This is an optimization exercise on Yosys and OpenROAD, whose aim is small area, a short achievable clock period and few clock cycles per item, not a production implementation. Function was checked by simulation only, so behaviour that the tests miss may differ from the original.

run A:
==> flow/design.v <==
package simonCipherPkg;
	typedef logic [32-1:0] simonWord;
	typedef logic [2*32-1:0] simonBlock;
	typedef logic [4*32-1:0] simonKey;
	typedef logic [5:0] roundIdx;
endpackage
package simonPacketPkg;
	typedef logic [18*8-1:0] pktBytes;
	typedef logic [7:0] infoByte;
	typedef logic [7:0] pktCount;
	typedef enum logic [1:0]
	{
		sIdle,
		sLatch,
		sCheck,
		sIssue
	} pktInState;
endpackage
`timescale 1ns/10ps
module simonKeySchedule
#(
	parameter int RPC = 4
)
(
	input logic [127:0] ks,
	input logic [RPC-1:0] z,
	output logic [32*(RPC+4)-1:0] keys
);
assign keys[127:0] = ks;
logic [31:0] v [1:RPC+2];
logic [31:0] e [RPC];
for (genvar m = 1; m <= RPC + 2; m++)
begin : gV
	simonXor32 xorV
	(
		.a(keys[32*m +: 32]),
		.b({keys[32*m], keys[32*m+1 +: 31]}),
		.y(v[m])
	);
end
for (genvar j = 0; j < RPC; j++)
begin : gKey
	simonKeyFinal keyEarly
	(
		.u(v[j+1]),
		.k0(keys[32*j +: 32]),
		.z(z[j]),
		.k4(e[j])
	);
	simonXor32 xorK
	(
		.a({v[j+3][2:0], v[j+3][31:3]}),
		.b(e[j]),
		.y(keys[32*(j+4) +: 32])
	);
end
endmodule
module simonKeyFinal
(
	input logic [31:0] u,
	input logic [31:0] k0,
	input logic z,
	output logic [31:0] k4
);
assign k4 = u ^ k0 ^ {30'h3FFF_FFFF, 1'b0, z};
endmodule
module simonXor32
(
	input logic [31:0] a,
	input logic [31:0] b,
	output logic [31:0] y
);
assign y = a ^ b;
endmodule
`timescale 1ns/10ps
module simonRoundCore
#(
	parameter int RPC = 4
)
(
	input logic [63:0] blkIn,
	input logic [32*RPC-1:0] keys,
	output logic [63:0] blkOut
);
logic [31:0] x [RPC+2];	 
assign x[0] = blkIn[31:0];
assign x[1] = blkIn[63:32];
for (genvar j = 0; j < RPC; j++)
begin : gRound
	simonRound round
	(
		.x(x[j+1]),
		.y(x[j]),
		.k(keys[32*j +: 32]),
		.xOut(x[j+2])
	);
end
assign blkOut = {x[RPC+1], x[RPC]};
endmodule
module simonRound
(
	input logic [31:0] x,
	input logic [31:0] y,
	input logic [31:0] k,
	output logic [31:0] xOut
);
logic [31:0] yk;
logic [31:0] t;
simonXor32 xorYK
(
	.a(y),
	.b(k),
	.y(yk)
);
simonXor32 xorT
(
	.a(yk),
	.b({x[29:0], x[31:30]}),
	.y(t)
);
simonAndXor32 andXor
(
	.a({x[30:0], x[31]}),
	.b({x[23:0], x[31:24]}),
	.c(t),
	.y(xOut)
);
endmodule
module simonAndXor32
(
	input logic [31:0] a,
	input logic [31:0] b,
	input logic [31:0] c,
	output logic [31:0] y
);
assign y = (a & b) ^ c;
endmodule
`timescale 1ns/10ps
module simonCipherTop
(
	input logic clk,
	input logic rstN,
	input logic pktReq,
	input logic [143:0] pktIn,
	output logic pktLoad,
	output logic pktDone,
	output logic pktError,
	output logic outValid,
	output logic [143:0] outPkt
);
localparam int K = 3;			 
localparam int RPC = 4;			 
localparam int STEPS = 44 / RPC;	 
localparam int S = K - 1;		 
localparam int NW = 2;			 
localparam logic [63:0] z3Seq = {2'b00, 62'b11110000101100111001010001001000000111101001100011010111011011};
logic reqDly;
logic pend;		 
logic okR;		 
logic keyR;
logic twoR;
logic [7:0] expCount;
logic [NW-1:0] n;
logic half;		 
logic [1:0] sAge;	 
logic [63:0] slot [S];
logic [7:0] sCnt [S];
logic go;		 
logic gP;		 
logic run;
logic [3:0] step;
logic [NW-1:0] nb;	 
logic [127:0] master;
logic [127:0] ks;	 
logic [63:0] lane [K];
logic [7:0] lCnt [K];
logic [NW-1:0] oRem;	 
logic ov;
logic [63:0] outQ [K];
logic [7:0] oCnt [K];
logic reqRise;
logic lastStep;
logic freeNext;
logic pData;
logic pKey;
logic takeS;
logic splitS;		 
logic dbl;		 
logic [NW-1:0] nAfter;
logic halfAfter;
logic pAfter;
logic goNext;
logic takeKey;
logic take;
logic [RPC-1:0] zStep;	 
logic [32*(RPC+4)-1:0] keys;
logic [63:0] res [K];
assign reqRise = pktReq && !reqDly;
assign lastStep = run && (step == STEPS - 1);
assign freeNext = !go && (!run || lastStep || (step == STEPS - 2));
assign pData = pend && okR && !keyR;
assign pKey = pend && okR && keyR;
assign takeS = pData && !go && (n != S);
assign splitS = twoR && !half && (n == S - 1);
assign dbl = twoR && !half && (n != S - 1);
assign nAfter = !takeS ? n : dbl ? n + 2'd2 : n + 1'b1;
assign halfAfter = takeS ? splitS : half;
assign pAfter = takeS ? splitS : pData;
assign goNext = !go && freeNext && (((nAfter == S) && pAfter) ||
	((nAfter != 0) && (pKey || (!takeS && (sAge == 2'd3)))));
assign takeKey = pKey && (n == 0) && !go;
assign take = (takeS && !splitS) || (go && gP && (half || !twoR)) || takeKey || (pend && !okR);
always_ff @(posedge clk, negedge rstN)
begin
	if (!rstN)
	begin
		reqDly <= 1'b0;
		pend <= 1'b0;
		okR <= 1'b0;
		keyR <= 1'b0;
		twoR <= 1'b0;
		expCount <= '0;
		n <= '0;
		half <= 1'b0;
		sAge <= '0;
		go <= 1'b0;
		gP <= 1'b0;
		run <= 1'b0;
		step <= '0;
		nb <= '0;
		oRem <= '0;
		ov <= 1'b0;
		pktLoad <= 1'b0;
		pktDone <= 1'b0;
		pktError <= 1'b0;
	end
	else
	begin
		reqDly <= pktReq;
		okR <= (pktIn[135:128] == expCount) && (pktIn[139:136] == 4'h3) && !pktIn[140];
		keyR <= pktIn[141];
		twoR <= pktIn[143];
		if (reqRise)
			pend <= 1'b1;
		else if (take)
			pend <= 1'b0;
		pktLoad <= take;
		if (take)
			pktDone <= 1'b0;
		else if (pktLoad)
			pktDone <= 1'b1;
		if (pend && !okR)
			pktError <= 1'b1;
		if (take)
			expCount <= expCount + 1'b1;
		go <= goNext;
		gP <= (nAfter == S) && pAfter;
		if (go)
			n <= '0;
		else
			n <= nAfter;
		if (go && gP)
			half <= !half && twoR;
		else
			half <= halfAfter;
		if (takeS)
			sAge <= '0;
		else if (sAge != 2'd3)
			sAge <= sAge + 1'b1;
		if (go)
		begin
			run <= 1'b1;
			step <= '0;
			nb <= n + gP;
		end
		else if (run)
		begin
			step <= step + 1'b1;
			if (lastStep)
				run <= 1'b0;
		end
		if (lastStep)
			oRem <= nb;
		else if (oRem != 0)
			oRem <= oRem - 1'b1;
		ov <= lastStep || (oRem > 1);
	end
end
simonKeySchedule #(.RPC(RPC)) keySchedule
(
	.ks(ks),
	.z(zStep),
	.keys(keys)
);
for (genvar i = 0; i < K; i++)
begin : gLane
	simonRoundCore #(.RPC(RPC)) core
	(
		.blkIn(lane[i]),
		.keys(keys[32*RPC-1:0]),
		.blkOut(res[i])
	);
	if (i < S)
	begin : gSlot
		always_ff @(posedge clk)
		begin
			if (takeS && (n == i))
			begin
				slot[i] <= half ? pktIn[127:64] : pktIn[63:0];
				sCnt[i] <= pktIn[135:128];
			end
			else if (takeS && dbl && (n + 1'b1 == i))
			begin
				slot[i] <= pktIn[127:64];
				sCnt[i] <= pktIn[135:128];
			end
			if (go)
			begin
				lane[i] <= slot[i];
				lCnt[i] <= sCnt[i];
			end
			else
				lane[i] <= res[i];
		end
	end
	else
	begin : gLast
		always_ff @(posedge clk)
		begin
			if (go)
			begin
				lane[i] <= half ? pktIn[127:64] : pktIn[63:0];
				lCnt[i] <= pktIn[135:128];
			end
			else
				lane[i] <= res[i];
		end
	end
	always_ff @(posedge clk)
	begin
		if (lastStep || (i == K - 1))
		begin
			outQ[i] <= res[i];
			oCnt[i] <= lCnt[i];
		end
		else
		begin
			outQ[i] <= outQ[(i + 1) % K];
			oCnt[i] <= oCnt[(i + 1) % K];
		end
	end
end
always_ff @(posedge clk)
begin
	if (go)
		zStep <= z3Seq[RPC-1:0];
	else
		zStep <= z3Seq[RPC*(step+1) +: RPC];
	if (takeKey)
		master <= pktIn[127:0];
	if (go)
		ks <= master;
	else
		ks <= keys[32*RPC +: 128];
end
assign outValid = ov;
assign outPkt = {8'h13, oCnt[0], 64'h0, outQ[0]};
endmodule
make LEC_CHECK=0 CAP_MARGIN=20 CORE_MARGIN=2 CORE_UTILIZATION=55 PLACE_DENSITY=0.7 SLEW_MARGIN=70 SYNTH_HIERARCHICAL=1 SYNTH_MINIMUM_KEEP_SIZE=0 finish   # period 10.0 ns
run.sh (not shown) runs the stock make flow with config.mk's settings and CLKGATE_MAP_FILE= SYNTH_SCRIPT=/design/flow/synth_recipe.tcl, a recipe that flattens the netlist after the stock synthesis.
Run A reached the final stage; the timing, design-rule and antenna checks on its layout passed.
Testbench counts of run A, summed over its fixed seeds: cycles 2,284, blocks 583.
Modified inputs, run B compared to run A
Settings: an added CTS_CLUSTER_SIZE of 25; an added CTS_CLUSTER_DIAMETER of 100.
==> comparison <==
- Looking at destination of the critical timing path, the outQ[1][50] result is from run B; the ks[116] one comes from run A.
- Higher worst hold slack was reported by run B, not run A.
- From run A to run B the numbers moved as follows: setup violation total in the final timing report comparable, share of the clock period used by the worst path now sits lower, total wire length shrank by about 1.5%, parity-gate share of the synthesized area counting xor and xnor cells level.
The inputs of run C differ from those of run B as listed below.
Settings: SLEW_MARGIN changed from 70 to 55.
==> flow/flow/run.sh (new file) <==
#!/bin/bash
# The standard layout (standard.sh, with its unchanged synthesis, floorplan,
# power grid, placement, clock tree and routing), with two changes to how it
# is optimised: the port buffers are buf_2 cells, and the resizer's setup
# repair aims for 6.5 ns of slack against the design's 10 ns clock.
# The make output goes to standard.log; each ORFS step keeps its own log
# under orfs/logs.
set -o pipefail
bash standard.sh "BUFFER_PORTS_ARGS=-buffer_cell sky130_fd_sc_hd__buf_2" SETUP_SLACK_MARGIN=6.5 finish > standard.log 2>&1
==> flow/standard.sh (new file) <==
#!/bin/bash
# synth_recipe.tcl (not shown) runs the flow's synth.tcl, then flattens the netlist and writes it again
# the make line also repeats each setting of config.mk as NAME=value (left out here)
make -C /OpenROAD-flow-scripts/flow DESIGN_CONFIG=/design/flow/config.mk WORK_HOME=/design/flow/orfs CLKGATE_MAP_FILE= SYNTH_SCRIPT=/design/flow/synth_recipe.tcl "${@:-finish}"
removed: flow/run.sh
[summary]
- Run C -> run B: via count normalized by instance count flat
- On run C: non-clock buffer count is about 17% lower than what run B gave.
- The run showing the greater sum of met2 wire segment lengths after detailed routing is run B.
- Design area of run C falls short of that of run B by a few percent.
- Row critical path depth: run C lower / run B higher
- In run C, number of antenna violations at the first check in global routing is higher than in run B.

static timing again, ports no longer ideal:
No port has a modelled driver above. Below, the same layouts with a new extraction and two added sets of constraints.
Step 1: set_driving_cell puts a clkbuf_16 on clk and a buf_2 on each other input, an assumption about the parent block.
Step 2, shift: input delay + t, output delay - t, t = (earliest + latest rising clock arrival at the registers) / 2. This alone moves slack from input paths to output paths.
a / b / c = no drivers / after step 1 / after step 2; a / b = the first two.
run | t, ns | slack for setup (ns) | worst register clock-pin slew, ns
run A | 0.732 | 6.217 / 6.217 / 6.217 | 0.07 / 0.07
run B | 0.677 | 6.291 / 6.291 / 6.291 | 0.11 / 0.11
run C | 0.695 | 6.475 / 6.475 / 6.475 | 0.11 / 0.11
After both steps setup and hold are still met in every run listed.
